From an optimization exercise on the open Yosys and OpenROAD flow, aimed at small area and a short achievable clock period; shortcuts taken in it are not production practice.
In this exercise RTL edits were held to simulation tests only and were not proved equivalent to the original.
Power and IR drop assume default switching activity. No driver is modelled on the clock port, so clocking that relies on it looks cheaper here than on a real chip.

### design/flow/design.v
package voice_recorder_pkg;
  localparam int SAMPLE_WIDTH = 8;
  typedef logic [SAMPLE_WIDTH-1:0] sample_t;
  localparam int ADDR_WIDTH = 10;
  typedef logic [ADDR_WIDTH-1:0] addr_t;
  localparam int DECIMATION = 8;
  localparam int ECHO_DELAY = 128;
  localparam int DEBOUNCE_CYCLES = 20;
  typedef logic [4:0] volume_t;
  localparam volume_t VOLUME_RESET = 5'd8;
  localparam volume_t VOLUME_MAX = 5'd31;
  typedef struct packed {
    logic up;
    logic down;
    logic playback;
  } buttons_t;
  localparam int CODEC_RESET_CYCLES = 1024;
  localparam int SEQUENCE_LENGTH = 16;
  localparam logic [7:0] REG_READ_ID = 8'h80;
  localparam logic [7:0] REG_HEADPHONE_VOL = 8'h04;
  localparam logic [7:0] REG_PCM_VOL = 8'h18;
  localparam logic [7:0] REG_RECORD_SELECT = 8'h1A;
  localparam logic [7:0] REG_RECORD_GAIN = 8'h1C;
  localparam logic [7:0] REG_MIC_GAIN = 8'h0E;
  localparam logic [7:0] REG_BEEP_VOL = 8'h0A;
  localparam logic [7:0] REG_GENERAL = 8'h20;
  localparam logic [15:0] PCM_VOL_DATA = 16'h0808;
  localparam logic [15:0] RECORD_GAIN_DATA = 16'h0F0F;
  localparam logic [15:0] MIC_GAIN_DATA = 16'h8048;
  localparam logic [15:0] BEEP_VOL_DATA = 16'h0000;
  localparam logic [15:0] BYPASS_DATA = 16'h8000;
  localparam logic [2:0] MIC_SOURCE = 3'b000;
  typedef struct packed {
    logic        valid;
    logic [7:0]  address;
    logic [15:0] data;
  } codec_command_t;
endpackage
`timescale 1ns/1ps
module button_debouncer
(
  input  logic clock,
  input  logic reset,
  input  logic noisy,
  output logic clean
);
  logic held;
  logic [$clog2(voice_recorder_pkg::DEBOUNCE_CYCLES+1)-1:0] count;
  always_ff @(posedge clock)
  begin
    if (reset)
    begin
      held <= 1'b0;
      count <= '0;
      clean <= 1'b0;
    end
    else if (noisy != held)
    begin
      held <= noisy;
      count <= '0;
    end
    else if (count == voice_recorder_pkg::DEBOUNCE_CYCLES)
    begin
      clean <= held;
    end
    else
    begin
      count <= count + 1'b1;
    end
  end
endmodule
`timescale 1ns/1ps
module volume_control
(
  input  logic    clock,
  input  logic    reset,
  input  logic    up,
  input  logic    down,
  output voice_recorder_pkg::volume_t volume
);
  logic up_clean;
  logic down_clean;
  logic up_prev;
  logic down_prev;
  logic up_rise;
  logic down_rise;
  button_debouncer i_up_debouncer (
    .clock (clock),
    .reset (reset),
    .noisy (up),
    .clean (up_clean)
  );
  button_debouncer i_down_debouncer (
    .clock (clock),
    .reset (reset),
    .noisy (down),
    .clean (down_clean)
  );
  assign up_rise = up_clean & ~up_prev;
  assign down_rise = down_clean & ~down_prev;
  always_ff @(posedge clock)
  begin
    if (reset)
    begin
      up_prev <= 1'b0;
      down_prev <= 1'b0;
      volume <= voice_recorder_pkg::VOLUME_RESET;
    end
    else
    begin
      up_prev <= up_clean;
      down_prev <= down_clean;
      if (up_rise && volume != voice_recorder_pkg::VOLUME_MAX)
        volume <= volume + 1'b1;
      else if (down_rise && volume != '0)
        volume <= volume - 1'b1;
    end
  end
endmodule
`timescale 1ns/1ps
module codec_control
(
  input  logic           clock,
  input  logic           reset,
  input  logic           sample_strobe,
  input  voice_recorder_pkg::volume_t        volume,
  input  logic [5:0]     slot,
  output logic           codec_reset_b,
  output voice_recorder_pkg::codec_command_t command
);
  logic [$clog2(voice_recorder_pkg::CODEC_RESET_CYCLES)-7:0] reset_count;
  logic [$clog2(voice_recorder_pkg::SEQUENCE_LENGTH)-1:0] step;
  voice_recorder_pkg::volume_t attenuation;
  voice_recorder_pkg::codec_command_t next_command;
  always_ff @(posedge clock)
  begin
    if (reset)
    begin
      reset_count <= '0;
      codec_reset_b <= 1'b0;
    end
    else if ({reset_count, slot} == voice_recorder_pkg::CODEC_RESET_CYCLES - 1)
      codec_reset_b <= 1'b1;
    else if (slot == '1)
      reset_count <= reset_count + 1'b1;
  end
  always_ff @(posedge clock)
  begin
    if (reset)
      step <= '0;
    else if (codec_reset_b && sample_strobe)
      step <= (step == voice_recorder_pkg::SEQUENCE_LENGTH - 1) ? '0 : step + 1'b1;
  end
  assign attenuation = voice_recorder_pkg::VOLUME_MAX - volume;
  always_comb
  begin
    next_command.valid = codec_reset_b;
    case (step)
      3:
      begin
        next_command.address = voice_recorder_pkg::REG_HEADPHONE_VOL;
        next_command.data = {3'b000, attenuation, 3'b000, attenuation};
      end
      5:
      begin
        next_command.address = voice_recorder_pkg::REG_PCM_VOL;
        next_command.data = voice_recorder_pkg::PCM_VOL_DATA;
      end
      6:
      begin
        next_command.address = voice_recorder_pkg::REG_RECORD_SELECT;
        next_command.data = {5'b00000, voice_recorder_pkg::MIC_SOURCE, 5'b00000, voice_recorder_pkg::MIC_SOURCE};
      end
      7:
      begin
        next_command.address = voice_recorder_pkg::REG_RECORD_GAIN;
        next_command.data = voice_recorder_pkg::RECORD_GAIN_DATA;
      end
      9:
      begin
        next_command.address = voice_recorder_pkg::REG_MIC_GAIN;
        next_command.data = voice_recorder_pkg::MIC_GAIN_DATA;
      end
      10:
      begin
        next_command.address = voice_recorder_pkg::REG_BEEP_VOL;
        next_command.data = voice_recorder_pkg::BEEP_VOL_DATA;
      end
      11:
      begin
        next_command.address = voice_recorder_pkg::REG_GENERAL;
        next_command.data = voice_recorder_pkg::BYPASS_DATA;
      end
      default:
      begin
        next_command.address = voice_recorder_pkg::REG_READ_ID;
        next_command.data = '0;
      end
    endcase
  end
  always_ff @(posedge clock)
  begin
    if (reset)
      command <= '0;
    else
      command <= next_command;
  end
endmodule
`timescale 1ns/1ps
module sample_ram
(
  input  logic        clock,
  input  logic        reset,
  input  logic        write_request,
  input  voice_recorder_pkg::addr_t write_addr,
  input  logic [6:0]  write_data,
  output logic [5:0]  slot,
  output logic [16*7-1:0] taps
);
  localparam int RINGS = 16;
  localparam int DEPTH = 64;
  localparam int W = 7;
  logic       pending;
  logic [3:0] pending_ring;
  logic [5:0] pending_slot;
  logic       insert;
  always_ff @(posedge clock)
  begin
    if (reset)
      slot <= '0;
    else
      slot <= slot + 1'b1;
  end
  assign insert = pending && (pending_slot == slot);
  always_ff @(posedge clock)
  begin
    if (reset)
      pending <= 1'b0;
    else if (write_request)
      pending <= 1'b1;
    else if (insert)
      pending <= 1'b0;
  end
  always_ff @(posedge clock)
  begin
    if (write_request)
    begin
      pending_ring <= write_addr[9:6];
      pending_slot <= write_addr[5:0] - 1'b1;
    end
  end
  for (genvar r = 0; r < RINGS; r++)
  begin : g_ring
    logic [DEPTH*W-1:0] words;
    always_ff @(posedge clock)
      words <= {words[(DEPTH-1)*W-1:0],
                (insert && pending_ring == r) ? write_data : words[DEPTH*W-1 -: W]};
    assign taps[r*W +: W] = words[W-1:0];
  end
endmodule
`timescale 1ns/1ps
module recorder
(
  input  logic    clock,
  input  logic    reset,
  input  logic    sample_strobe,
  input  voice_recorder_pkg::sample_t mic_sample,
  input  logic    playback,
  output voice_recorder_pkg::sample_t audio_out,
  output logic [5:0] slot
);
  logic playback_q;
  logic mode_change;
  logic [$clog2(voice_recorder_pkg::DECIMATION)-1:0] decim_count;
  logic decim_last;
  voice_recorder_pkg::addr_t addr;
  voice_recorder_pkg::addr_t next_addr;
  voice_recorder_pkg::addr_t play_next;
  voice_recorder_pkg::addr_t record_length;
  logic full;
  logic write_enable;
  voice_recorder_pkg::addr_t addr_on_strobe;
  voice_recorder_pkg::sample_t last_stored;
  logic [6:0] first_sample;
  logic strobe_d1;
  logic strobe_d2;
  logic strobe_d3;
  logic entered_d1;
  logic entered_d2;
  logic [16*7-1:0] taps;
  logic [8*7-1:0] pair_taps;
  logic [3:0] fetch_ring;
  logic [2:0] fetch_echo_pair;
  logic [5:0] fetch_slot;
  logic fetch_echo;
  logic fetch_match;
  logic fetch_pending;
  logic fetch_hit;
  logic fetch_start;
  logic [6:0] fetch_s;
  logic [6:0] fetch_e;
  voice_recorder_pkg::sample_t next_mix;
  voice_recorder_pkg::sample_t cur_mix;
  voice_recorder_pkg::sample_t first_mix;
  sample_ram i_sample_ram (
    .clock         (clock),
    .reset         (reset),
    .write_request (write_enable),
    .write_addr    (addr),
    .write_data    (last_stored[7:1]),
    .slot          (slot),
    .taps          (taps)
  );
  assign mode_change = playback ^ playback_q;
  assign decim_last = (decim_count == voice_recorder_pkg::DECIMATION - 1);
  assign next_addr = addr + 1'b1;
  assign full = (addr == '1);
  assign play_next = (next_addr >= record_length) ? '0 : next_addr;
  assign write_enable = sample_strobe && !playback_q && !mode_change &&
                        decim_count == '0 && !full;
  assign addr_on_strobe = playback_q ? (decim_last ? play_next : addr) :
                          (decim_count == '0 && !full) ? next_addr : addr;
  always_ff @(posedge clock)
  begin
    if (reset)
    begin
      playback_q <= 1'b0;
      decim_count <= '0;
      addr <= '0;
      record_length <= '0;
    end
    else
    begin
      playback_q <= playback;
      if (mode_change)
      begin
        decim_count <= '0;
        addr <= '0;
        if (playback)
          record_length <= addr;
      end
      else if (sample_strobe)
      begin
        decim_count <= decim_last ? '0 : decim_count + 1'b1;
        addr <= addr_on_strobe;
      end
    end
  end
  always_ff @(posedge clock)
  begin
    if (write_enable)
      last_stored <= mic_sample;
    if (write_enable && addr == '0)
      first_sample <= mic_sample[7:1];
  end
  always_ff @(posedge clock)
  begin
    fetch_ring <= play_next[9:6];
    fetch_echo_pair <= play_next[9:7] - 1'b1;
    fetch_slot <= play_next[5:0];
    fetch_echo <= (play_next > voice_recorder_pkg::addr_t'(voice_recorder_pkg::ECHO_DELAY));
  end
  for (genvar p = 0; p < 8; p++)
  begin : g_pair
    assign pair_taps[p*7 +: 7] = fetch_ring[0] ? taps[(2*p+1)*7 +: 7] : taps[2*p*7 +: 7];
  end
  always_ff @(posedge clock)
  begin
    fetch_s <= pair_taps[fetch_ring[3:1]*7 +: 7];
    fetch_e <= fetch_echo ? pair_taps[fetch_echo_pair*7 +: 7] : pair_taps[fetch_ring[3:1]*7 +: 7];
    fetch_match <= (slot == fetch_slot);
  end
  assign fetch_start = (entered_d2 && playback_q) || (strobe_d2 && playback_q && decim_count == '0);
  assign fetch_hit = fetch_pending && fetch_match;
  always_ff @(posedge clock)
  begin
    if (reset)
      fetch_pending <= 1'b0;
    else if (fetch_start)
      fetch_pending <= 1'b1;
    else if (fetch_hit)
      fetch_pending <= 1'b0;
  end
  always_ff @(posedge clock)
  begin
    if (fetch_hit)
      next_mix <= {1'b0, fetch_s} + {2'b00, fetch_s[6:1]} + {2'b00, fetch_e[6:1]};
  end
  assign first_mix = {1'b0, first_sample} + {2'b00, first_sample[6:1]} + {2'b00, first_sample[6:1]};
  always_ff @(posedge clock)
  begin
    if (reset)
    begin
      entered_d1 <= 1'b0;
      entered_d2 <= 1'b0;
    end
    else
    begin
      entered_d1 <= mode_change && playback;
      entered_d2 <= entered_d1;
    end
  end
  always_ff @(posedge clock)
  begin
    if (mode_change && playback)
      cur_mix <= first_mix;
    else if (strobe_d3 && playback_q && decim_count == '0 && record_length != '0)
      cur_mix <= next_mix;
  end
  always_ff @(posedge clock)
  begin
    if (reset)
    begin
      strobe_d1 <= 1'b0;
      strobe_d2 <= 1'b0;
      strobe_d3 <= 1'b0;
      audio_out <= '0;
    end
    else
    begin
      strobe_d1 <= sample_strobe;
      strobe_d2 <= strobe_d1;
      strobe_d3 <= strobe_d2;
      if (strobe_d2)
        audio_out <= playback_q ? cur_mix : last_stored;
    end
  end
endmodule
`timescale 1ns/1ps
module voice_recorder_top
(
  input  logic           clock,
  input  logic           reset,
  input  logic           sample_strobe,
  input  voice_recorder_pkg::sample_t        mic_sample,
  input  voice_recorder_pkg::buttons_t       buttons,
  output voice_recorder_pkg::sample_t        audio_out,
  output voice_recorder_pkg::volume_t        volume,
  output logic           codec_reset_b,
  output voice_recorder_pkg::codec_command_t command
);
  logic playback;
  logic [5:0] slot;
  button_debouncer i_playback_debouncer (
    .clock (clock),
    .reset (reset),
    .noisy (buttons.playback),
    .clean (playback)
  );
  volume_control i_volume_control (
    .clock  (clock),
    .reset  (reset),
    .up     (buttons.up),
    .down   (buttons.down),
    .volume (volume)
  );
  codec_control i_codec_control (
    .clock         (clock),
    .reset         (reset),
    .sample_strobe (sample_strobe),
    .volume        (volume),
    .slot          (slot),
    .codec_reset_b (codec_reset_b),
    .command       (command)
  );
  recorder i_recorder (
    .clock         (clock),
    .reset         (reset),
    .sample_strobe (sample_strobe),
    .mic_sample    (mic_sample),
    .playback      (playback),
    .audio_out     (audio_out),
    .slot          (slot)
  );
endmodule
### design/flow/flow/run.sh
#!/bin/bash
# Standard ORFS layout with buf_4 port buffers and a setup repair target tighter than the clock.
set -euo pipefail
bash standard.sh \
  BUFFER_PORTS_ARGS="-buffer_cell sky130_fd_sc_hd__buf_4" \
  SETUP_SLACK_MARGIN=6.8 \
  finish > standard.log 2>&1
### design/flow/standard.sh
#!/bin/bash
# synth_recipe.tcl (not shown) runs the flow's synth.tcl, then flattens the netlist and writes it again
# the make line also repeats each setting of config.mk as NAME=value (left out here)
make -C /OpenROAD-flow-scripts/flow DESIGN_CONFIG=/design/flow/config.mk WORK_HOME=/design/flow/orfs CLKGATE_MAP_FILE= SYNTH_SCRIPT=/design/flow/synth_recipe.tcl "${@:-finish}"
### design/flow/config.mk
export PLATFORM = sky130hd
export DESIGN_NAME = voice_recorder_top
export DESIGN_NICKNAME = voice_recorder_top
export VERILOG_FILES = /design/flow/design.v
export SDC_FILE = /design/flow/constraint.sdc
export NUM_CORES = 4
export LEC_CHECK = 0
export CAP_MARGIN = 20
export CORE_MARGIN = 2
export CORE_UTILIZATION = 50
export CTS_CLUSTER_DIAMETER = 80
export CTS_CLUSTER_SIZE = 30
export SLEW_MARGIN = 20
### design/flow/constraint.sdc
create_clock -name core_clock -period 10.0 [get_ports {clock}]
set_input_delay 2.0000 -clock core_clock [delete_from_list [all_inputs] [get_ports {clock}]]
set_output_delay 2.0000 -clock core_clock [all_outputs]
set_load 0.01 [all_outputs]
==> results.yml, run 1 <==
power:
  powerDensity_nw_per_um2: 256.9
  p_leak_uw: 0.06614
  seqPwrFrac_pct: 67.8
  max-vdd-ir-drop_mv: 0.1877
  swShare_pct: 19.25
  combPwrFrac_pct: 0.2
  internal_power_uw: 34880
  finalPower_uw: 43190
  power.share.clock_pct: 32.0
  p_sw_uw: 8312
worst_hold_path:
  hp-class: "reg2reg"
  hold_depth: 0
  hold_path_end: "i_recorder.i_sample_ram.g_ring[0].words[134]"
  min_from: "i_recorder.i_sample_ram.g_ring[0].words[127]"
logic_synthesis:
  syn_area_per_cell_um2: 19.00
  synthArstFlopShare_pct: 0
  yosysTopAreaCell: "dfxtp_1"
  synthCells: 8100
  synth_most_common_cell: "dfxtp_1"
  yosys-top-cells-count: "dfxtp_1, mux2_2, nor2_1"
  yosysWarnings: 5
  ys_ff_latch: 7334
  synth_ff_type: "dfxtp_1"
  netlist_area_um2: 153900
  yosysTopAreaCellShare_pct: 94.88
  synth-edff-count: 41
  ys_seq_area_share_pct: 95.68
  synth_cell_types: 61
  synthTopCellsByArea: "dfxtp_1, mux2_2, edfxtp_1"
floorplan:
  die_area_um2: 312200
  dieHeight_um: 558.8
  die_w_um: 558.8
  num_rows: 203
  ios: 53
  initial_utilization_pct: 50.28
  coreArea_um2: 306100
worst_setup_path:
  regToRegStartpoint: "i_recorder.addr[1]"
  critPathTopFamily: "flip-flops"
  path_max_fanout: 2
  cp_data_arrival_time_ns: 1.39
  setup.worst_path.class: "reg2out"
  crit_slowest_cell: "dfxtp_4"
  worstSetupStartpointType: "flop"
  crit_buf_inv: 1
  rr_endpoint: "i_recorder.fetch_echo_pair[2]"
  cp-end-kind: "output port"
  regToRegSetupSlack_ns: 6.94
  path_cells: "buf_6"
  worstPathRequired_ns: 8.00
  critical-path-max-stage-delay_ns: 0.38
  reg2reg_depth: 12
placement:
  gp_congestion: 0.7694
  place_ws_ns: 5.831
  place_area_um2: 159200
  io_buffers: 46
  dpl.hpwl_um: 101500
grt:
  grt_pass1_vias: 50240
  grt_pass1_wl_um: 274900
  grt.overflow.total: 0
  gr-usage-all-layers_pct: 11.25
  grt_max_degree: 68
  grt_antenna_before_repair: 30
clocking:
  htreeDepth: 5
  clockBufferDepth: 4
  cts_buffers: 295
  cts_tree: "done"
  clock_sinks: 7334
  clk_pin_slew_ns: 0.10
  root_buffer: "clkbuf_16"
  cts_hold_buf: 0
  clk_latency_ns: 0.90
final_layout:
  area_growth_pct: 9.251
  fin_area_um2: 168100
  drive_above_1_share_pct: 8.056
  nets: 8473
route:
  finalWirelength_um: 177400
  postRouteAntennaNets: 0
  drc_errors: 0
  dr.pass1.iters: 5
  drtIter0Drc: 2557
  num_vias: 50769
  viasPerCell: 4.036
  routedWlPerCell_um: 14.10
timing:
  setup-violations-final: 0
  setup_tns_ns: 0
  post-route-period-util_pct: 33.90
  holdWs_ns: 0.3011
  worst_pin_slew_ns: 1.044
  finalWorstSetupSlack_ns: 6.610
  hold_viol: 0
  rsz0062_at_grt: "yes"
  fmax_ghz: 0.2950
  min_period_ns: 3.390
  skew_ns: 0.04682
  relSlewSlack_pct: 30.42
  slew_viol_final: 0
status:
  status: "no timing/DRC/antenna violations"
flow_run:
  cap_violations: 0
[metal layers]
metal / track usage [%] / wire, um / share of wire (%) / vias up
li1: - / - / - / 25727
met2: 15.93 / 69590 / 39 / 587
met3: 1.932 / 6243 / 3.5 / 404
met5: 0 / 11 / 0.0062 / -
met1: 16.94 / 94470 / 53 / 24049
met4: 4.880 / 7037 / 4.0 / 2
[final cells by class]
cell class              count  area [um^2]
flip-flops and latches   7334       147300
clock inverters            48        912.1
inverters                  44        168.9
multi-input cells         659         6336
repair buffers             79        716.9
diodes                     13        32.53
well taps                4100         5130
clock buffers             302         7493
fillers                 23391       138000
[registers in the layout, indices dropped and copies added (netlist names), 4 cells and up]
signal                                   cells
i_codec_control.command                     15
i_codec_control.reset_count                  4
i_codec_control.step                         4
i_playback_debouncer.count                   5
i_recorder.addr                             10
i_recorder.audio_out                         8
i_recorder.cur_mix                           8
i_recorder.fetch_e                           6
i_recorder.fetch_ring                        4
i_recorder.fetch_s                           7
i_recorder.fetch_slot                        6
i_recorder.first_sample                      7
i_recorder.i_sample_ram.g_ring.words      7168
i_recorder.i_sample_ram.pending_ring         4
i_recorder.i_sample_ram.pending_slot         6
i_recorder.i_sample_ram.slot                 6
i_recorder.last_stored                       8
i_recorder.next_mix                          8
i_recorder.record_length                    10
i_volume_control.i_down_debouncer.count      5
i_volume_control.i_up_debouncer.count        5
i_volume_control.volume                      5
[per-stage QoR]
stage | std cells | utilization (%)
3_3_place_gp | 12187 | 52.00
3_5_place_dp | 12187 | 52.00
5_1_grt | 12569 | 54.92
2_1_floorplan | 8105 | -
6_report | 12579 | 54.93
4_1_cts | 12552 | 54.87
[power groups by stage]
| stage | Combinational [uW] | Clock [uW] | Sequential, uW |
|---|---|---|---|
| floorplan | 68.3 | 0 | 29900 |
| global placement | 100 | 0 | 29900 |
| detailed placement | 98.9 | 0 | 29900 |
| CTS | 108 | 14400 | 29300 |
| global route | 120 | 15400 | 29300 |
| finish | 108 | 13800 | 29300 |
[cell usage in the layout, fill, tap and decap left out, types with 5 or more instances in the layout]
cell / count
a21o_1: 5
o21ai_0: 17
diode_2: 13
conb_1: 6
clkinv_16: 13
nor2b_1: 32
nor4_4: 6
nor3_1: 7
dfxtp_1: 7254
mux2i_1: 31
a211oi_1: 17
inv_16: 11
ha_1: 37
dfxtp_4: 16
fa_1: 8
buf_4: 46
nor3_4: 11
nand3_1: 19
a221o_1: 6
edfxtp_1: 41
xor2_1: 20
inv_1: 43
mux4_2: 54
nand2b_1: 11
dfxtp_2: 23
nand2_1: 23
a32o_1: 6
inv_6: 8
clkbuf_16: 299
buf_6: 33
or4_1: 5
a21oi_1: 41
or3_1: 5
clkinv_8: 10
xnor2_1: 29
nor2_1: 74
mux2_2: 122
[how the worst max path moves through the flow]
stage	start	endpoint	slack (ns)	cells past startpoint
final	i_codec_control.codec_reset_b	codec_reset_b	6.61	1
after global routing	i_codec_control.codec_reset_b	codec_reset_b	6.53	1
after CTS	i_codec_control.codec_reset_b	codec_reset_b	6.50	1
after detailed placement	i_recorder.addr[0]	i_recorder.fetch_echo_pair[2]	5.83	12
after global placement	i_recorder.addr[0]	i_recorder.addr[4]	5.55	10
after floorplan	i_recorder.addr[6]	i_recorder.fetch_echo_pair[2]	6.81	13
[what timing repair did]
item,in CTS,in global routing
resized for setup,90,11
endpoints found under the setup margin,64,46
hold endpoints to repair,0,0
pin swaps,2,4
setup buffers,15,14
[kinds of logic after synthesis]
kind of cell	Yosys count	synth area share [%]
xor gates and xnor gates	54	0.3074
other	1	0.002437
and+or+nand+nor	231	0.9058
adders and majority gates	46	0.4131
muxes	211	1.914
DFF	7334	95.68
buffers and inverters	112	0.3090
AOI/OAI and AO/OA	111	0.4659
==> inputs of run 2 (changes only) <==
==> design/flow/flow/run.sh (replaced) <==
#!/bin/bash
# Standard ORFS layout with buf_4 port buffers, a setup repair target tighter than the
# clock, and clock tree synthesis without dummy balancing loads.
set -euo pipefail
bash standard.sh \
  BUFFER_PORTS_ARGS="-buffer_cell sky130_fd_sc_hd__buf_4" \
  SETUP_SLACK_MARGIN=6.6 \
  CTS_ARGS="-sink_clustering_enable -repair_clock_nets -sink_clustering_size 34 -sink_clustering_max_diameter 80 -dont_use_dummy_load" \
  finish > standard.log 2>&1
==> run 2 against run 1 <==
  * Non-clock buffer count fell by 6
  * Synthesized area did not move
  * Still clean
  * Largest power group unchanged
  * Clock skew rose by 0.097 ns
  * Critical endpoint unchanged
  * Core utilization fell by 0.61 points
==> results.yml, run 2 <==
floorplan:
  ios: 53
  die_area_um2: 312200
  die_w_um: 558.8
  initial_utilization_pct: 50.28
  dieHeight_um: 558.8
  coreArea_um2: 306100
  num_rows: 203
route:
  num_vias: 50370
  postRouteAntennaNets: 0
  finalWirelength_um: 178800
  routedWlPerCell_um: 14.31
  viasPerCell: 4.031
  drc_errors: 0
  dr.pass1.iters: 6
  drtIter0Drc: 2659
final_layout:
  drive_above_1_share_pct: 6.936
  final_common_cell: "dfxtp_1"
  largest_reg_flops: 7168
  nFillCells: 23681
  nets: 8438
  reg_top3: "i_recorder.i_sample_ram.g_ring.words: 7168 flops, i_codec_control.command: 15 flops"
  top_register: "i_recorder.i_sample_ram.g_ring.words"
  layout_common_cells: "dfxtp_1, clkbuf_16, mux2_2, nor2_1, mux4_2"
  area_growth_pct: 8.040
timing:
  relSlewSlack_pct: 39.72
  rsz0062_at_grt: "yes"
  setup-violations-final: 0
  slew_viol_final: 0
  hold_viol: 0
  min_period_ns: 3.355
  fmax_ghz: 0.2981
  skew_ns: 0.1443
  post-route-period-util_pct: 33.55
  setup_tns_ns: 0
  holdWs_ns: 0.2212
  worst_pin_slew_ns: 0.9029
clocking:
  htreeDepth: 5
  clock_sinks: 7334
  cts_buffers: 266
  clockBufferDepth: 4
  clk_pin_slew_ns: 0.11
  root_buffer: "clkbuf_16"
  clk_latency_ns: 0.91
  cts_tree: "done"
grt:
  met1_usage_pct: 17.22
  grt_pass1_vias: 49290
  grtUsageMet3_pct: 1.728
  grt_antenna_before_repair: 28
  grt_busiest_layer: "met1"
  grt_pass1_wl_um: 276500
  gr-usage-met2_pct: 16.45
  gr-usage-all-layers_pct: 11.38
  grt_max_degree: 53
  grt.overflow.total: 0
status:
  status: "no timing/DRC/antenna violations"
logic_synthesis:
  synthCells: 8100
  synth_ff_type: "dfxtp_1"
  synth_most_common_cell: "dfxtp_1"
  synthTopCellsByArea: "dfxtp_1, mux2_2, edfxtp_1"
  yosys-top-cells-count: "dfxtp_1, mux2_2, nor2_1"
  yosysTopAreaCellShare_pct: 94.88
  syn_area_per_cell_um2: 19.00
  yosysTopAreaCell: "dfxtp_1"
  synthArstFlopShare_pct: 0
  netlist_area_um2: 153900
  ys_seq_area_share_pct: 95.68
  yosysWarnings: 5
  synth_cell_types: 61
  ys_ff_latch: 7334
  synth-edff-count: 41
worst_setup_path:
  crit_buf_inv: 1
  path_max_fanout: 2
  regToRegStartpoint: "i_recorder.addr[0]"
  critical-path-max-stage-delay_ns: 0.38
  reg2reg_depth: 13
  path_cells: "buf_6"
  crit_slowest_cell: "dfxtp_4"
  cp-end-kind: "output port"
  cp_data_arrival_time_ns: 1.35
  setup.worst_path.class: "reg2out"
  rr_endpoint: "i_recorder.fetch_echo_pair[2]"
  worstSetupStartpointType: "flop"
  critPathTopFamily: "flip-flops"
  worstPathRequired_ns: 8.00
  regToRegSetupSlack_ns: 6.70
flow_run:
  cap_violations: 0
worst_hold_path:
  min_from: "i_recorder.i_sample_ram.g_ring[4].words[194]"
  hp-class: "reg2reg"
  hold_depth: 0
  hold_path_end: "i_recorder.i_sample_ram.g_ring[4].words[201]"
placement:
  gp_congestion: 0.7860
  io_buffers: 46
  dpl.hpwl_um: 105800
power:
  finalPower_uw: 41870
  max-vdd-ir-drop_mv: 0.2101
  powerDensity_nw_per_um2: 251.8
  p_leak_uw: 0.06525
==> run 2: cell counts after synthesis <==
Identical to the previous run, type by type.
==> run 2: worst max path at each step <==
stage,startpoint,to,slack [ns],cells past startpoint
global placement,i_recorder.addr[1],i_recorder.addr[6],5.22,10
finish,i_codec_control.codec_reset_b,codec_reset_b,6.65,1
CTS,i_codec_control.codec_reset_b,codec_reset_b,6.54,1
global route,i_codec_control.codec_reset_b,codec_reset_b,6.56,1
detailed placement,i_recorder.addr[1],i_recorder.fetch_echo_pair[2],5.53,12
floorplan,i_recorder.addr[1],i_recorder.fetch_echo_pair[2],6.63,13
==> run 2: area by class of cell <==
| cell class | count | area, um^2 | area share [%] |
|---|---|---|---|
| repair buffers | 73 | 665.6 | 0.4004 |
| well taps | 4100 | 5130 | 3.086 |
| clock buffers | 266 | 6656 | 4.004 |
| multi-input cells | 659 | 6285 | 3.780 |
| inverters | 44 | 168.9 | 0.1016 |
| flip-flops and latches | 7334 | 147300 | 88.60 |
| diodes | 19 | 47.55 | 0.02860 |
==> run 2: cell families (layout without fill, tap and decap cells) <==
kind of cell               count (synthesis)  in the layout  share of synthesized area (%)
buffers and inverters                    112            383                         0.3090
DFF                                     7334           7334                          95.68
adders and majority gates                 46             46                         0.4131
AOI/OAI and AO/OA                        111            111                         0.4659
and+or+nand+nor                          231            231                         0.9058
xor gates and xnor gates                  54             54                         0.3074
other                                      1             25                       0.002437
muxes                                    211            211                          1.914
==> run 2: where the power goes <==
part	switching [uW]	leakage [uW]	internal, uW
sequential	24.3	0.0591	29200
clock	7650	0.00328	4840
combinational	81.2	0.00289	38.2
==> run 2: routing by layer <==
metal | up-vias | share of wire (%) | routed length [um]
met5 | - | 0 | 0
met4 | 0 | 3.8 | 6835
met3 | 370 | 3.4 | 6098
met2 | 493 | 40 | 71020
met1 | 23910 | 53 | 94830
li1 | 25597 | - | -
==> run 2: timing repair <==
| action | 4_1_cts | 5_1_grt |
|---|---|---|
| pin swaps | 3 | 1 |
| setup endpoints to repair | 49 | 17 |
| setup buffers | 13 | 2 |
| resized for setup | 69 | 9 |
| hold buffers | 0 | 0 |
==> run 2: stage by stage <==
step | cell area [um^2] | setup slack [ns] | utilization [%] | std cells
6_report | 166200 | 6.645 | 54.32 | 12495
5_1_grt | 166200 | 6.557 | 54.30 | 12477
4_1_cts | 166100 | 6.543 | 54.28 | 12473
3_5_place_dp | 159200 | 5.531 | 52.01 | 12194
3_3_place_gp | 159200 | 5.224 | 52.01 | 12194
2_1_floorplan | 153900 | 6.633 | - | 8105
==> inputs of run 3 (changes only) <==
--- a/design/flow/flow/run.sh
+++ b/design/flow/flow/run.sh
@@ -7,3 +7,3 @@
   SETUP_SLACK_MARGIN=6.6 \
-  CTS_ARGS="-sink_clustering_enable -repair_clock_nets -sink_clustering_size 34 -sink_clustering_max_diameter 80 -dont_use_dummy_load" \
+  CTS_ARGS="-sink_clustering_enable -repair_clock_nets -sink_clustering_size 30 -sink_clustering_max_diameter 80 -dont_use_dummy_load" \
   finish > standard.log 2>&1
==> run 3 against run 2 <==
  * Still clean on timing, DRC and antenna
  * Via count is 0.57% higher
  * First-iteration DRC count is 2.4% lower
  * Setup slack lost 0.0056 ns
  * Hold slack better by 0.0013 ns
  * Sequential share of layout area shrank 0.36 points
  * Register-to-register slack hardly changed
  * Global-route usage rose by 0.055 points
  * Highest routed layer unchanged
==> results.yml, run 3 <==
timing:
  setup_tns_ns: 0
  relSlewSlack_pct: 38.77
  worst_pin_slew_ns: 0.9184
  post-route-period-util_pct: 33.60
  fmax_ghz: 0.2976
  finalWorstSetupSlack_ns: 6.640
  skew_ns: 0.1239
  hold_viol: 0
  slew_viol_final: 0
  rsz0062_at_grt: "yes"
  setup-violations-final: 0
  min_period_ns: 3.360
logic_synthesis:
  ys_seq_area_share_pct: 95.68
  synth_most_common_cell: "dfxtp_1"
  synth-edff-count: 41
  synthCells: 8100
  yosysTopAreaCell: "dfxtp_1"
  yosysWarnings: 5
  synth_ff_type: "dfxtp_1"
  netlist_area_um2: 153900
  syn_area_per_cell_um2: 19.00
  yosys-top-cells-count: "dfxtp_1, mux2_2, nor2_1"
  synthTopCellsByArea: "dfxtp_1, mux2_2, edfxtp_1"
  ys_ff_latch: 7334
  synth_cell_types: 61
  yosysTopAreaCellShare_pct: 94.88
  synthArstFlopShare_pct: 0
route:
  finalWirelength_um: 179500
  postRouteAntennaNets: 0
  dr.pass1.iters: 5
  drc_errors: 0
  num_vias: 50659
  routedWlPerCell_um: 14.34
  viasPerCell: 4.047
  drtIter0Drc: 2595
worst_setup_path:
  regToRegStartpoint: "i_recorder.addr[0]"
  critPathTopFamily: "flip-flops"
  regToRegSetupSlack_ns: 6.71
  path_cells: "buf_6"
  crit_slowest_cell: "dfxtp_4"
  path_max_fanout: 2
  setup.worst_path.class: "reg2out"
  critPathLaunch: "i_codec_control.codec_reset_b"
  worstPathRequired_ns: 8.00
  cp_data_arrival_time_ns: 1.36
  cp-end-kind: "output port"
  critical-path-max-stage-delay_ns: 0.37
  crit_buf_inv: 1
  worstSetupStartpointType: "flop"
floorplan:
  die_w_um: 558.8
  initial_utilization_pct: 50.28
  dieHeight_um: 558.8
  coreArea_um2: 306100
  die_area_um2: 312200
  ios: 53
  num_rows: 203
final_layout:
  reg_top3: "i_recorder.i_sample_ram.g_ring.words: 7168 flops, i_codec_control.command: 15 flops"
  final_common_cell: "dfxtp_1"
  nets: 8466
  layout_common_cells: "dfxtp_1, clkbuf_16, mux2_2, nor2_1, mux4_2"
  top_register: "i_recorder.i_sample_ram.g_ring.words"
  largest_reg_flops: 7168
  area_growth_pct: 8.486
  drive_above_1_share_pct: 7.270
  fin_area_um2: 166900
clocking:
  clock_sinks: 7334
  root_buffer: "clkbuf_16"
  htreeDepth: 5
  cts_tree: "done"
  clk_pin_slew_ns: 0.10
  clk_latency_ns: 0.90
  cts_buffers: 292
  cts_hold_buf: 0
  clockBufferDepth: 4
power:
  p_leak_uw: 0.06558
  powerDensity_nw_per_um2: 253.9
  swShare_pct: 18.49
  p_sw_uw: 7838
  seqPwrFrac_pct: 69.0
  internal_power_uw: 34550
  finalPower_uw: 42380
  combPwrFrac_pct: 0.3
  power.share.clock_pct: 30.7
  max-vdd-ir-drop_mv: 0.1577
grt:
  grt_max_degree: 53
  grt_antenna_before_repair: 28
  grt_pass1_wl_um: 278000
  grt_pass1_vias: 49922
  gr-usage-all-layers_pct: 11.43
  grt.overflow.total: 0
worst_hold_path:
  hp-class: "reg2reg"
  min_from: "i_recorder.i_sample_ram.g_ring[10].words[173]"
placement:
  place_area_um2: 159200
  place_ws_ns: 5.531
  dpl.hpwl_um: 105800
  gp_congestion: 0.7860
  io_buffers: 46
status:
  status: "no timing/DRC/antenna violations"
flow_run:
  cap_violations: 0
-- run 3: cell types whose count changed in the layout (fill, tap and decap cells not counted), sizes merged --
cell / previous run / this run
diode: 19 / 15
buf: 73 / 75
clkbuf: 266 / 292
-- run 3: routing by layer --
layer / vias up / wire, um / GRT usage, %
met5: - / 0 / 0
met4: 0 / 6812 / 4.465
met3: 384 / 6045 / 1.765
met2: 499 / 71950 / 16.60
met1: 24110 / 94670 / 17.18
li1: 25666 / - / -
-- run 3: kinds of logic after synthesis --
| logic type | synth area share [%] |
|---|---|
| AOI/OAI and AO/OA | 0.4659 |
| DFF | 95.68 |
| xor gates and xnor gates | 0.3074 |
| and+or+nand+nor | 0.9058 |
| other | 0.002437 |
| buffers and inverters | 0.3090 |
| adders and majority gates | 0.4131 |
| muxes | 1.914 |
-- run 3: layout make-up --
| type | count | area, um^2 |
|---|---|---|
| antenna | 15 | 37.54 |
| clock buffer | 292 | 7307 |
| fill | 23642 | 139100 |
| inverter | 44 | 168.9 |
| multi-input combinational | 659 | 6285 |
| sequential | 7334 | 147300 |
| tap | 4100 | 5130 |
| timing repair buffer | 75 | 710.7 |
-- run 3: worst paths after layout --
check | cells past startpoint | endpoint
hold reg to reg | 0 | i_recorder.i_sample_ram.g_ring[10].words[180]
setup / recovery | 1 | codec_reset_b
hold / removal | 0 | i_recorder.i_sample_ram.g_ring[10].words[180]
setup reg to reg | 13 | i_recorder.fetch_echo_pair[2]
-- run 3: power by group through the flow --
stage          clock network (uW)  logic [uW]  registers [uW]
2_1_floorplan                   0        66.7           29900
3_3_place_gp                    0         119           29900
3_5_place_dp                    0         118           29900
4_1_cts                     13600         124           29300
5_1_grt                     14600         131           29300
6_report                    13000         120           29300
-- run 3: metrics by stage --
step / hold slack [ns] / utilization (%) / cells
finish: 0.2225 / 54.54 / 12519
global route: 0.2184 / 54.53 / 12505
floorplan: 0.3096 / - / 8105
CTS: 0.2142 / 54.50 / 12499
global placement: 0.3096 / 52.01 / 12194
detailed placement: 0.3121 / 52.01 / 12194
-- run 3: timing repair --
item / 4_1_cts / 5_1_grt
setup endpoints to repair: 57 / 20
pin swaps: 3 / 1
buffers inserted: 13 / 4
resized for setup: 79 / 8
==> inputs of run 4 (changes only) <==
--- a/design/flow/design.v
+++ b/design/flow/design.v
@@ -278,3 +278,4 @@
   voice_recorder_pkg::addr_t play_next;
-  voice_recorder_pkg::addr_t record_length;
+  voice_recorder_pkg::addr_t last_addr;
+  logic single_word;
   logic full;
@@ -293,2 +294,3 @@
   logic [2:0] fetch_echo_pair;
+  logic [2:0] fetch_pair;
   logic [5:0] fetch_slot;
@@ -317,3 +319,3 @@
   assign full = (addr == '1);
-  assign play_next = (next_addr >= record_length) ? '0 : next_addr;
+  assign play_next = (addr == last_addr) ? '0 : next_addr;
   assign write_enable = sample_strobe && !playback_q && !mode_change &&
@@ -329,3 +331,4 @@
       addr <= '0;
-      record_length <= '0;
+      last_addr <= '0;
+      single_word <= 1'b1;
     end
@@ -339,3 +342,6 @@
         if (playback)
-          record_length <= addr;
+        begin
+          last_addr <= (addr == '0) ? '0 : addr - 1'b1;
+          single_word <= (addr[9:1] == '0);
+        end
       end
@@ -358,6 +364,7 @@
     fetch_ring <= play_next[9:6];
-    fetch_echo_pair <= play_next[9:7] - 1'b1;
     fetch_slot <= play_next[5:0];
-    fetch_echo <= (play_next > voice_recorder_pkg::addr_t'(voice_recorder_pkg::ECHO_DELAY));
   end
+  assign fetch_echo = (fetch_ring[3:2] != '0) || (fetch_ring[1] && (fetch_ring[0] || fetch_slot != '0));
+  assign fetch_pair = fetch_ring[3:1];
+  assign fetch_echo_pair = fetch_pair - 1'b1;
   for (genvar p = 0; p < 8; p++)
@@ -368,4 +375,4 @@
   begin
-    fetch_s <= pair_taps[fetch_ring[3:1]*7 +: 7];
-    fetch_e <= fetch_echo ? pair_taps[fetch_echo_pair*7 +: 7] : pair_taps[fetch_ring[3:1]*7 +: 7];
+    fetch_s <= pair_taps[fetch_pair*7 +: 7];
+    fetch_e <= pair_taps[(fetch_echo ? fetch_echo_pair : fetch_pair)*7 +: 7];
     fetch_match <= (slot == fetch_slot);
@@ -388,3 +395,3 @@
   end
-  assign first_mix = {1'b0, first_sample} + {2'b00, first_sample[6:1]} + {2'b00, first_sample[6:1]};
+  assign first_mix = {first_sample[6:1], 1'b0, first_sample[0]};
   always_ff @(posedge clock)
@@ -406,3 +413,3 @@
       cur_mix <= first_mix;
-    else if (strobe_d3 && playback_q && decim_count == '0 && record_length != '0)
+    else if (strobe_d3 && playback_q && decim_count == '0 && !single_word)
       cur_mix <= next_mix;
==> run 4 against run 3 <==
  * Synthesized area hardly changed
  * Hold slack improved by 0.032 ns
  * Sequential share of layout area barely moved
  * Setup slack worse by 0.013 ns
  * Die area about the same
  * Clock-buffer cell count is 1 higher
  * Design area about the same
  * Critical path type unchanged
  * Critical endpoint is now volume[3]
  * Largest cell class unchanged
==> results.yml, run 4 <==
status:
  status: "no timing/DRC/antenna violations"
worst_setup_path:
  crit_slowest_cell: "dfxtp_4"
  reg2reg_depth: 9
  critPathTopFamily: "flip-flops"
  setup.worst_path.class: "reg2out"
  rr_endpoint: "i_recorder.fetch_e[5]"
  regToRegStartpoint: "i_recorder.fetch_ring[2]"
  cp-end-kind: "output port"
  regToRegSetupSlack_ns: 6.90
  path_max_fanout: 2
  critical-path-max-stage-delay_ns: 0.37
  worstPathRequired_ns: 8.00
  path_cells: "buf_6"
  cp_data_arrival_time_ns: 1.37
  crit_buf_inv: 1
  worstSetupStartpointType: "flop"
logic_synthesis:
  synthCells: 8262
  netlist_area_um2: 153900
  synth-edff-count: 40
  ys_seq_area_share_pct: 95.60
  yosysTopAreaCell: "dfxtp_1"
  synthTopCellsByArea: "dfxtp_1, mux2_2, edfxtp_1"
  yosysTopAreaCellShare_pct: 94.82
  synthArstFlopShare_pct: 0
  synth_most_common_cell: "dfxtp_1"
  ys_ff_latch: 7331
  syn_area_per_cell_um2: 18.63
  synth_ff_type: "dfxtp_1"
  synth_cell_types: 78
  yosys-top-cells-count: "dfxtp_1, mux2_2, nor2_1"
  yosysWarnings: 5
grt:
  gr-usage-all-layers_pct: 12.41
  grt_pass1_wl_um: 298000
  grt_pass1_vias: 51262
  grt_max_degree: 66
  grt_antenna_before_repair: 35
  grt.overflow.total: 0
clocking:
  clk_pin_slew_ns: 0.10
  cts_buffers: 293
  clockBufferDepth: 4
  cts_hold_buf: 0
  cts_tree: "done"
  htreeDepth: 5
  root_buffer: "clkbuf_16"
  clk_latency_ns: 0.92
  clock_sinks: 7331
timing:
  rsz0062_at_grt: "yes"
  min_period_ns: 3.373
  relSlewSlack_pct: 35.31
  worst_pin_slew_ns: 0.9703
  slew_viol_final: 0
  post-route-period-util_pct: 33.73
  fmax_ghz: 0.2964
  hold_viol: 0
  setup-violations-final: 0
  setup_tns_ns: 0
  skew_ns: 0.1124
route:
  routedWlPerCell_um: 15.28
  drc_errors: 0
  dr.pass1.iters: 4
  drtIter0Drc: 2526
  finalWirelength_um: 193800
  viasPerCell: 4.078
  postRouteAntennaNets: 0
  num_vias: 51713
floorplan:
  initial_utilization_pct: 50.29
  ios: 53
  dieHeight_um: 558.9
  coreArea_um2: 306100
  num_rows: 203
  die_area_um2: 312300
  die_w_um: 558.9
worst_hold_path:
  min_from: "i_recorder.i_sample_ram.g_ring[4].words[188]"
  hp-class: "reg2reg"
  hold_depth: 0
  hold_path_end: "i_recorder.i_sample_ram.g_ring[4].words[195]"
power:
  powerDensity_nw_per_um2: 254.1
  finalPower_uw: 42410
  p_leak_uw: 0.06558
  max-vdd-ir-drop_mv: 0.2020
final_layout:
  top_register: "i_recorder.i_sample_ram.g_ring.words"
  reg_top3: "i_recorder.i_sample_ram.g_ring.words: 7168 flops, i_codec_control.command: 15 flops"
  nets: 8614
  largest_reg_flops: 7168
  final_common_cell: "dfxtp_1"
  drive_above_1_share_pct: 6.588
  layout_common_cells: "dfxtp_1, clkbuf_16, mux2_2, nor2_1, nand2_1"
  area_growth_pct: 8.427
flow_run:
  cap_violations: 0
placement:
  io_buffers: 46
  dpl.hpwl_um: 114500
  gp_congestion: 0.7732
-- run 4: what timing repair did --
item                                    CTS  global route
setup buffers                             8             5
pin swaps                                 0             1
endpoints found under the setup margin   39            34
gates resized for setup                  68             3
-- run 4: cell type report --
type | instances | area, um^2
Sequential cell | 7331 | 147200
Fill cell | 23750 | 139200
Clock buffer | 293 | 7332
Multi-Input combinational cell | 815 | 6295
Tap cell | 4100 | 5130
Timing Repair Buffer | 79 | 716.9
Inverter | 43 | 165.2
Antenna cell | 20 | 50.05
-- run 4: routing by layer --
layer | global-route usage [%] | routed length [um] | share of wire [%] | up-vias
li1 | - | - | - | 26189
met1 | 18.48 | 100700 | 52 | 24686
met2 | 18.73 | 81350 | 42 | 495
met3 | 1.855 | 6556 | 3.4 | 343
met4 | 3.763 | 5166 | 2.7 | 0
met5 | 0 | 0 | 0 | -
-- run 4: how the worst max path moves through the flow --
stage,startpoint,to,slack (ns),cells after the start
after global placement,i_recorder.fetch_ring[2],i_recorder.fetch_e[5],5.69,9
after global routing,i_volume_control.volume[3],volume[3],6.52,1
final,i_volume_control.volume[3],volume[3],6.63,1
after floorplan,sample_strobe,i_recorder.addr[9],6.62,5
after detailed placement,reset,i_recorder.addr[4],5.99,6
after CTS,i_volume_control.volume[3],volume[3],6.50,1
-- run 4: through the flow --
stage	area, um^2	hold WS (ns)	setup WS (ns)	util [%]	instances
after floorplan	154000	0.3096	6.619	-	8267
after global placement	159200	0.3095	5.691	52.03	12355
after detailed placement	159200	0.3121	5.989	52.03	12355
after CTS	166800	0.2542	6.499	54.50	12656
after global routing	166900	0.2554	6.518	54.52	12662
final	166900	0.2548	6.627	54.53	12681
-- run 4: logic make-up (layout without fill, tap and decap cells) --
family	after synthesis	count (layout)	synth area share [%]
buffers and inverters	121	415	0.3316
DFF	7331	7331	95.60
xor gates and xnor gates	64	64	0.3641
and+or+nand+nor	337	337	1.087
AOI/OAI and AO/OA	181	181	0.8039
adders and majority gates	37	37	0.3398
other	1	26	0.002436
muxes	190	190	1.470
-- run 4: where the power goes --
part	leakage, uW	switching [uW]	total [uW]	internal [uW]
clock network	0.00361	7750	13000	5290
logic	0.00292	96.7	134	37.7
registers	0.0590	14.4	29200	29200
total	0.0656	7860	42400	34500
==> inputs of run 5 (changes only) <==
--- a/design/flow/flow/run.sh
+++ b/design/flow/flow/run.sh
@@ -7,3 +7,3 @@
   SETUP_SLACK_MARGIN=6.6 \
-  CTS_ARGS="-sink_clustering_enable -repair_clock_nets -sink_clustering_size 30 -sink_clustering_max_diameter 80 -dont_use_dummy_load" \
+  CTS_ARGS="-sink_clustering_enable -repair_clock_nets -sink_clustering_size 34 -sink_clustering_max_diameter 80 -dont_use_dummy_load" \
   finish > standard.log 2>&1
==> run 5 against run 4 <==
  * Still clean on timing, DRC and antenna
  * Critical path depth unchanged
  * Wire length down 0.15%
  * Clock skew decreased by 0.0080 ns
==> results.yml, run 5 <==
floorplan:
  coreArea_um2: 306100
  ios: 53
  num_rows: 203
  die_area_um2: 312300
  die_w_um: 558.9
  dieHeight_um: 558.9
  initial_utilization_pct: 50.29
logic_synthesis:
  synthCells: 8262
  yosysWarnings: 5
  synthTopCellsByArea: "dfxtp_1, mux2_2, edfxtp_1"
  netlist_area_um2: 153900
  ys_ff_latch: 7331
  yosys-top-cells-count: "dfxtp_1, mux2_2, nor2_1"
  synth_cell_types: 78
  syn_area_per_cell_um2: 18.63
  synth-edff-count: 40
  synthArstFlopShare_pct: 0
  ys_seq_area_share_pct: 95.60
  yosysTopAreaCell: "dfxtp_1"
  yosysTopAreaCellShare_pct: 94.82
  synth_most_common_cell: "dfxtp_1"
  synth_ff_type: "dfxtp_1"
worst_hold_path:
  hold_path_end: "i_recorder.i_sample_ram.g_ring[11].words[14]"
  min_from: "i_recorder.i_sample_ram.g_ring[11].words[7]"
  hold_depth: 0
  hp-class: "reg2reg"
power:
  power.share.clock_pct: 29.8
  seqPwrFrac_pct: 69.9
  internal_power_uw: 34080
  swShare_pct: 18.56
  combPwrFrac_pct: 0.3
  max-vdd-ir-drop_mv: 0.1720
  p_sw_uw: 7767
  powerDensity_nw_per_um2: 251.8
  p_leak_uw: 0.06523
clocking:
  clockBufferDepth: 4
  root_buffer: "clkbuf_16"
  cts_tree: "done"
  htreeDepth: 5
  clock_sinks: 7331
  clk_latency_ns: 0.91
  cts_buffers: 265
  clk_pin_slew_ns: 0.11
  cts_hold_buf: 0
worst_setup_path:
  rr_endpoint: "i_recorder.fetch_s[1]"
  worstSetupStartpointType: "flop"
  reg2reg_depth: 4
  crit_cells: 1
  cp_data_arrival_time_ns: 1.38
  path_cells: "buf_6"
  critical-path-max-stage-delay_ns: 0.37
  regToRegSetupSlack_ns: 6.84
  regToRegStartpoint: "i_recorder.fetch_ring[0]"
  worstPathRequired_ns: 8.00
  setup.worst_path.class: "reg2out"
  crit_slowest_cell: "dfxtp_4"
  cp-end-kind: "output port"
  crit_buf_inv: 1
  critPathTopFamily: "flip-flops"
  path_max_fanout: 2
grt:
  grt_antenna_before_repair: 35
  gr-usage-all-layers_pct: 12.34
  grt_pass1_vias: 50883
  grt_pass1_wl_um: 296000
  grt.overflow.total: 0
  grt_max_degree: 66
timing:
  hold_viol: 0
  setup_tns_ns: 0
  relSlewSlack_pct: 36.37
  skew_ns: 0.1044
  setup-violations-final: 0
  fmax_ghz: 0.2963
  finalWorstSetupSlack_ns: 6.625
  rsz0062_at_grt: "yes"
  slew_viol_final: 0
  worst_pin_slew_ns: 0.9545
  min_period_ns: 3.375
  post-route-period-util_pct: 33.75
route:
  drc_errors: 0
  routedWlPerCell_um: 15.29
  drtIter0Drc: 2613
  dr.pass1.iters: 5
  finalWirelength_um: 193500
  num_vias: 51603
  postRouteAntennaNets: 0
  viasPerCell: 4.079
final_layout:
  fin_util_pct: 54.30
  layout_common_cells: "dfxtp_1, clkbuf_16, mux2_2, nor2_1, nand2_1"
  largest_reg_flops: 7168
  drive_above_1_share_pct: 6.271
  final_common_cell: "dfxtp_1"
  reg_top3: "i_recorder.i_sample_ram.g_ring.words: 7168 flops, i_codec_control.command: 15 flops"
  top_register: "i_recorder.i_sample_ram.g_ring.words"
  nets: 8585
  fin_cells: 12650
  area_growth_pct: 7.964
  fin_area_um2: 166200
placement:
  io_buffers: 46
  dpl.hpwl_um: 114500
  place_ws_ns: 5.989
  place_area_um2: 159200
  dp.cells: 12355
  gp_congestion: 0.7732
status:
  status: "no timing/DRC/antenna violations"
flow_run:
  cap_violations: 0
-- run 5: metrics by stage --
| step | total power, uW | hold WS, ns |
|---|---|---|
| 3_5_place_dp | 30050 | 0.3121 |
| 5_1_grt | 43370 | 0.2154 |
| 2_1_floorplan | 29980 | 0.3096 |
| 3_3_place_gp | 30050 | 0.3095 |
| 4_1_cts | 42390 | 0.2221 |
| 6_report | 41850 | 0.2213 |
-- run 5: timing repair --
item                       4_1_cts  5_1_grt
gates cloned                     0        0
setup buffers                    8        4
gates resized for setup         68        3
setup endpoints to repair       39       29
pin swaps                        0        1
-- run 5: cell type report --
type,instances,area (um^2)
flip-flops and latches,7331,147200
fillers,23778,139900
clock buffers,265,6631
multi-input cells,815,6295
well taps,4100,5130
repair buffers,78,709.4
inverters,43,165.2
diodes,18,45.04
-- run 5: metal layers --
metal	routed length (um)	share of wire [%]	vias up	global-route usage [%]
met5	0	0	-	0
met4	5800	3.0	0	3.860
met3	5731	3.0	342	1.727
met2	80560	42	449	18.60
met1	101400	52	24703	18.43
li1	-	-	26109	-
-- run 5: worst max-delay path by stage --
stage	startpoint	end	slack [ns]
after CTS	i_volume_control.volume[2]	volume[2]	6.50
after detailed placement	reset	i_recorder.addr[4]	5.99
after global routing	i_volume_control.volume[2]	volume[2]	6.53
final	i_volume_control.volume[2]	volume[2]	6.62
after global placement	i_recorder.fetch_ring[2]	i_recorder.fetch_e[5]	5.69
after floorplan	sample_strobe	i_recorder.addr[9]	6.62
-- run 5: logic make-up (layout without fill, tap and decap cells) --
family,count (synthesis),in the layout,synth area share [%]
flops,7331,7331,95.60
simple gates,337,337,1.087
mux,190,190,1.470
compound gates,181,181,0.8039
buf+inv,121,386,0.3316
xor+xnor,64,64,0.3641
fa+ha+maj,37,37,0.3398
other cells,1,24,0.002436
-- run 5: power groups by stage --
stage | combinational, uW | sequential (uW) | clock (uW)
5_1_grt | 147 | 29300 | 14000
2_1_floorplan | 70.6 | 29900 | 0
6_report | 134 | 29200 | 12500
3_3_place_gp | 138 | 29900 | 0
4_1_cts | 141 | 29200 | 13000
3_5_place_dp | 139 | 29900 | 0
==> inputs of run 6 (changes only) <==
--- a/design/flow/config.mk
+++ b/design/flow/config.mk
@@ -7,2 +7,3 @@
 export LEC_CHECK = 0
+export ABC_AREA = 1
 export CAP_MARGIN = 20
==> run 6 against run 5 <==
  * Still clean
  * Sequential cell count unchanged
  * Clock skew decreased by 0.0055 ns
  * Die area about the same
  * Design area about the same
  * Hold slack improved by 0.036 ns
  * Non-clock buffer count decreased by 3
  * Sequential share of layout area increased by 0.067 points
  * Via count increased by 2.6%
  * Synthesized cell count increased by 5.1%
  * Highest routed layer is now met5
==> results.yml, run 6 <==
route:
  postRouteAntennaNets: 0
  drc_errors: 0
  routedWlPerCell_um: 14.72
  viasPerCell: 4.057
  num_vias: 52955
  dr.pass1.iters: 5
  finalWirelength_um: 192100
  drtIter0Drc: 2718
worst_setup_path:
  endpoint: "volume[3]"
  critPathTopFamily: "flip-flops"
  crit_slowest_cell: "dfxtp_4"
  reg2reg_depth: 9
  crit_buf_inv: 1
  path_cells: "buf_6"
  rr_endpoint: "i_recorder.i_sample_ram.g_ring[5].words[5]"
  worstSetupStartpointType: "flop"
  critical-path-max-stage-delay_ns: 0.37
  regToRegStartpoint: "i_recorder.i_sample_ram.slot[4]"
  setup.worst_path.class: "reg2out"
  regToRegSetupSlack_ns: 6.96
  crit_cells: 1
  path_max_fanout: 2
  cp-end-kind: "output port"
  worstPathRequired_ns: 8.00
  critPathLaunch: "i_volume_control.volume[3]"
  cp_data_arrival_time_ns: 1.34
logic_synthesis:
  yosys-top-cells-count: "dfxtp_1, nand2_1, nand3_1"
  yosysTopAreaCell: "dfxtp_1"
  netlist_area_um2: 153900
  synth_most_common_cell: "dfxtp_1"
  syn_area_per_cell_um2: 17.73
  synthArstFlopShare_pct: 0
  synthTopCellsByArea: "dfxtp_1, nand2_1, edfxtp_1"
  ys_ff_latch: 7331
  synth-edff-count: 40
  yosysWarnings: 5
  ys_seq_area_share_pct: 95.61
  synthCells: 8681
  synth_cell_types: 42
  yosysTopAreaCellShare_pct: 94.83
  synth_ff_type: "dfxtp_1"
timing:
  fmax_ghz: 0.2993
  worst_pin_slew_ns: 0.8421
  rsz0062_at_grt: "yes"
  post-route-period-util_pct: 33.41
  slew_viol_final: 0
  min_period_ns: 3.341
  hold_viol: 0
  setup_tns_ns: 0
  relSlewSlack_pct: 42.25
  holdWs_ns: 0.2570
  setup-violations-final: 0
  skew_ns: 0.09893
placement:
  dp.cells: 12768
  gp_congestion: 0.7750
  io_buffers: 46
  place_area_um2: 159100
  dpl.hpwl_um: 112500
final_layout:
  area_growth_pct: 7.878
  fin_util_pct: 54.25
  fin_cells: 13054
  reg_top3: "i_recorder.i_sample_ram.g_ring.words: 7168 flops, i_codec_control.command: 15 flops"
  drive_above_1_share_pct: 4.347
  layout.area.seq_um2: 147200
  layout_common_cells: "dfxtp_1, nand2_1, clkbuf_16, nand3_1, inv_1"
  nets: 9001
  multi_input_area_um2: 5927
  top_register: "i_recorder.i_sample_ram.g_ring.words"
  final_common_cell: "dfxtp_1"
  nFillCells: 23930
  fin_area_um2: 166000
  largest_reg_flops: 7168
floorplan:
  coreArea_um2: 306100
  die_area_um2: 312300
  num_rows: 203
  die_w_um: 558.8
  ios: 53
  initial_utilization_pct: 50.29
  dieHeight_um: 558.8
clocking:
  clockBufferDepth: 4
  cts_hold_buf: 0
  htreeDepth: 5
  cts_tree: "done"
  clk_latency_ns: 0.89
  root_buffer: "clkbuf_16"
  cts_buffers: 268
  clk_pin_slew_ns: 0.11
  clock_sinks: 7331
grt:
  gr-usage-all-layers_pct: 12.28
  grt_pass1_wl_um: 296700
  grt_antenna_before_repair: 33
  grt_pass1_vias: 52045
  grt.overflow.total: 0
  grt_max_degree: 66
worst_hold_path:
  hp-class: "reg2reg"
power:
  powerDensity_nw_per_um2: 254.7
  p_leak_uw: 0.06621
  max-vdd-ir-drop_mv: 0.1485
status:
  status: "no timing/DRC/antenna violations"
flow_run:
  cap_violations: 0
==> run 6: cell types whose count changed in the layout (fill, tap and decap cells not counted), sizes merged, moves of 11 or more <==
cell and change:
a211oi -11, a21oi +23, diode -12, inv +75, mux2 -129, mux4 -16
nand2 +399, nand3 +189, nor2b -21, o21ai +28, xnor2 -37, xor2 +13
==> run 6: final cells by class <==
type	count	area share [%]
inverters	122	0.2780
repair buffers	75	0.3662
multi-input cells	1152	3.569
well taps	4100	3.089
diodes	6	0.009042
clock buffers	268	4.039
flip-flops and latches	7331	88.65
==> run 6: what timing repair did <==
action,4_1_cts,5_1_grt
endpoints found under the setup margin,20,16
pin swaps,0,0
buffers inserted,9,3
resized for setup,33,4
==> run 6: kinds of logic (layout without fill, tap and decap cells) <==
| kind of cell | count (synthesis) | in the layout | share of synthesized area [%] |
|---|---|---|---|
| DFF | 7331 | 7331 | 95.61 |
| and+or+nand+nor | 864 | 864 | 2.410 |
| buffers and inverters | 203 | 465 | 0.5601 |
| AOI/OAI and AO/OA | 159 | 159 | 0.5528 |
| muxes | 46 | 46 | 0.2991 |
| xor gates and xnor gates | 40 | 40 | 0.2276 |
| adders and majority gates | 37 | 37 | 0.3398 |
| other | 1 | 12 | 0.002436 |
==> run 6: stage by stage <==
step,power (uW),worst slack (ns)
global placement,30460,5.965
finish,42300,6.659
CTS,42870,6.558
detailed placement,30440,5.970
global route,43930,6.559
floorplan,30220,6.845
==> run 6: where the power goes <==
group,internal (uW),switching [uW],leakage [uW]
registers,29300,54.7,0.0591
clock network,4870,7680,0.00330
logic,127,306,0.00384
==> run 6: how the worst min path moves through the flow <==
stage                                                             from                                            to  slack [ns]  cells past startpoint
after global routing       i_recorder.i_sample_ram.g_ring[5].words[13]   i_recorder.i_sample_ram.g_ring[5].words[20]        0.26                      0
after floorplan            i_recorder.i_sample_ram.g_ring[0].words[93]  i_recorder.i_sample_ram.g_ring[0].words[100]        0.31                      0
after detailed placement  i_recorder.i_sample_ram.g_ring[0].words[161]  i_recorder.i_sample_ram.g_ring[0].words[168]        0.31                      0
final                       i_recorder.i_sample_ram.g_ring[3].words[7]   i_recorder.i_sample_ram.g_ring[3].words[14]        0.26                      0
after CTS                  i_recorder.i_sample_ram.g_ring[7].words[13]   i_recorder.i_sample_ram.g_ring[7].words[20]        0.26                      0
after global placement     i_recorder.i_sample_ram.g_ring[1].words[34]   i_recorder.i_sample_ram.g_ring[1].words[41]        0.31                      0
==> run 6: layer usage <==
| metal | global-route usage (%) | wire (um) | vias to the layer above |
|---|---|---|---|
| met5 | 0 | 13 | - |
| met4 | 3.524 | 5350 | 2 |
| met3 | 2.395 | 7747 | 334 |
| met2 | 18.14 | 78290 | 563 |
| met1 | 18.34 | 100700 | 24981 |
| li1 | - | - | 27075 |
==> inputs of run 7 (changes only) <==
--- a/design/flow/flow/run.sh
+++ b/design/flow/flow/run.sh
@@ -7,3 +7,3 @@
   SETUP_SLACK_MARGIN=6.6 \
-  CTS_ARGS="-sink_clustering_enable -repair_clock_nets -sink_clustering_size 34 -sink_clustering_max_diameter 80 -dont_use_dummy_load" \
+  CTS_ARGS="-sink_clustering_enable -repair_clock_nets -sink_clustering_size 36 -sink_clustering_max_diameter 80 -dont_use_dummy_load" \
   finish > standard.log 2>&1
==> run 7 against run 6 <==
  * Clock skew increased by 0.051 ns
  * Clock power decreased by 5%
  * Sequential power about the same
  * Critical endpoint is now audio_out[5]
  * Setup slack got worse by 0.064 ns
  * Maximum frequency decreased by 1.9%
  * Core utilization decreased by 0.19 points
  * Global-route usage decreased by 0.10 points
  * Wire length decreased by 0.61%
  * Sequential share of layout area increased by 0.32 points
==> results.yml, run 7 <==
worst_setup_path:
  crit_slowest_cell: "dfxtp_2"
  regToRegSetupSlack_ns: 7.00
  path_cells: "buf_6"
  crit_buf_inv: 1
  cp_data_arrival_time_ns: 1.41
  worstSetupStartpointType: "flop"
  setup.worst_path.class: "reg2out"
  critical-path-max-stage-delay_ns: 0.36
  cp-end-kind: "output port"
  worstPathRequired_ns: 8.00
  path_max_fanout: 2
  critPathTopFamily: "flip-flops"
placement:
  dp.cells: 12768
  place_ws_ns: 5.970
  place_area_um2: 159100
  io_buffers: 46
  dpl.hpwl_um: 112500
  gp_congestion: 0.7750
logic_synthesis:
  synth-edff-count: 40
  synthTopCellsByArea: "dfxtp_1, nand2_1, edfxtp_1"
  netlist_area_um2: 153900
  syn_area_per_cell_um2: 17.73
  yosys-top-cells-count: "dfxtp_1, nand2_1, nand3_1"
  synthArstFlopShare_pct: 0
  synthCells: 8681
  synth_most_common_cell: "dfxtp_1"
  synth_cell_types: 42
  yosysTopAreaCellShare_pct: 94.83
  ys_seq_area_share_pct: 95.61
  yosysTopAreaCell: "dfxtp_1"
  yosysWarnings: 5
  synth_ff_type: "dfxtp_1"
  ys_ff_latch: 7331
power:
  powerDensity_nw_per_um2: 251.9
  p_leak_uw: 0.06590
  max-vdd-ir-drop_mv: 0.1930
route:
  dr.pass1.iters: 5
  drc_errors: 0
  num_vias: 52706
  routedWlPerCell_um: 14.66
  finalWirelength_um: 191000
  drtIter0Drc: 2869
  postRouteAntennaNets: 0
  viasPerCell: 4.046
timing:
  rsz0062_at_grt: "yes"
  slew_viol_final: 0
  finalWorstSetupSlack_ns: 6.594
  hold_viol: 0
  fmax_ghz: 0.2936
  min_period_ns: 3.406
  relSlewSlack_pct: 33.94
  setup_tns_ns: 0
  worst_pin_slew_ns: 0.9910
  setup-violations-final: 0
  post-route-period-util_pct: 34.06
  skew_ns: 0.1503
final_layout:
  final_common_cell: "dfxtp_1"
  largest_reg_flops: 7168
  multi_input_area_um2: 5927
  reg_top3: "i_recorder.i_sample_ram.g_ring.words: 7168 flops, i_codec_control.command: 15 flops"
  nets: 8975
  fin_cells: 13027
  top_register: "i_recorder.i_sample_ram.g_ring.words"
  layout_common_cells: "dfxtp_1, nand2_1, clkbuf_16, nand3_1, inv_1"
  fin_area_um2: 165500
  layout.area.seq_um2: 147200
  drive_above_1_share_pct: 4.203
  nFillCells: 24019
  area_growth_pct: 7.501
grt:
  grt_pass1_vias: 51575
  grt.overflow.total: 0
  grt_antenna_before_repair: 33
  grt_busiest_layer: "met1"
  grtUsageMet3_pct: 2.434
  grt_pass1_wl_um: 294200
  met1_usage_pct: 18.25
  grt_max_degree: 66
  gr-usage-all-layers_pct: 12.18
  gr-usage-met2_pct: 18.02
clocking:
  clock_sinks: 7331
  root_buffer: "clkbuf_16"
  htreeDepth: 4
  cts_tree: "done"
  clockBufferDepth: 4
  cts_hold_buf: 0
  cts_buffers: 241
  clk_latency_ns: 0.94
  clk_pin_slew_ns: 0.12
floorplan:
  die_w_um: 558.8
  coreArea_um2: 306100
  die_area_um2: 312300
  ios: 53
  dieHeight_um: 558.8
  initial_utilization_pct: 50.29
  num_rows: 203
status:
  status: "no timing/DRC/antenna violations"
worst_hold_path:
  hp-class: "reg2reg"
flow_run:
  cap_violations: 0
[run 7: cell counts after synthesis]
No cell type changed its count.
[run 7: path summary, 6_finish.rpt]
| path | startpoint | endpoint | cells past startpoint |
|---|---|---|---|
| setup / recovery | i_recorder.audio_out[5] | audio_out[5] | 1 |
| hold reg to reg | i_recorder.i_sample_ram.g_ring[11].words[14] | i_recorder.i_sample_ram.g_ring[11].words[21] | 0 |
| hold / removal | i_recorder.i_sample_ram.g_ring[11].words[14] | i_recorder.i_sample_ram.g_ring[11].words[21] | 0 |
| setup reg to reg | i_recorder.i_sample_ram.slot[4] | i_recorder.i_sample_ram.g_ring[5].words[5] | 9 |
[run 7: metal layers]
layer,vias to the layer above,wire (um)
met4,2,4765
met2,539,77830
met3,285,8050
li1,27001,-
met1,24879,100300
met5,-,13
[run 7: report_power, final]
group	internal, uW	total [uW]	switching [uW]	leakage, uW
Combinational	127	433	306	0.00386
Clock	4350	11900	7570	0.00297
Sequential	29300	29300	55.2	0.0591
Total	33800	41700	7930	0.0659
[run 7: layout make-up]
cell class | instances | area share (%)
inverter | 122 | 0.2790
clock buffer | 241 | 3.645
tap | 4100 | 3.100
antenna | 5 | 0.007562
multi-input combinational | 1152 | 3.582
sequential | 7331 | 88.97
timing repair buffer | 76 | 0.4197
[run 7: cell families after synthesis]
family                   after synthesis  share of synthesized area [%]
XOR/XNOR                              40                         0.2276
other                                  1                       0.002436
multiplexers                          46                         0.2991
AND/OR/NAND/NOR                      864                          2.410
adder cells (fa/ha/maj)               37                         0.3398
AO/OA/AOI/OAI                        159                         0.5528
flip-flops                          7331                          95.61
buffers and inverters                203                         0.5601
[run 7: per-stage QoR]
stage,hold slack (ns),util [%],total power (uW)
2_1_floorplan,0.3096,-,30220
3_3_place_gp,0.3096,52.00,30460
3_5_place_dp,0.3121,52.00,30440
4_1_cts,0.2110,54.05,42210
5_1_grt,0.2107,54.06,43240
6_report,0.2247,54.06,41680
[run 7: timing repair]
item	in CTS	in global routing
resized for setup	66	3
buffers inserted	10	3
setup endpoints to repair	33	37

==> re-timing with driven ports <==
In the flow no input, the clock included, has a driving cell. The finished layouts below were timed again as built, in two steps. Step 1 sets driving cells, clkbuf_16 on the clock port and buf_2 on the other inputs (assumed; they add their load-dependent delay and slew). Step 2 times the ports against the registers' clock, not the clock port: input delays grow and output delays shrink by t, the midpoint of the rising clock arrivals with the driver on. Slacks: no drivers / after step 1 / after step 2; pairs: no drivers / after step 1.
run	shift t [ns]	slack for setup (ns)	worst setup path at the end	latest minus earliest clock arrival (ns)	cell pins on the clock port's net
run 1	0.982	6.610 / 6.519 / 6.166	input to register	0.075 / 0.075	1
run 2	0.929	6.645 / 6.552 / 6.119	input to register	0.145 / 0.145	1
run 3	0.930	6.640 / 6.548 / 6.166	input to register	0.136 / 0.137	1
run 4	0.957	6.627 / 6.536 / 5.976	input to register	0.115 / 0.116	1
run 5	0.946	6.625 / 6.529 / 5.981	input to register	0.116 / 0.116	1
run 6	0.936	6.659 / 6.569 / 5.960	input to register	0.119 / 0.119	1
run 7	0.965	6.594 / 6.505 / 5.935	input to register	0.191 / 0.191	1
After both steps setup and hold are still met in every run listed. For run 6, which loses most, drivers alone change the setup slack by -0.090 ns; drivers and shift together by -0.699 ns.
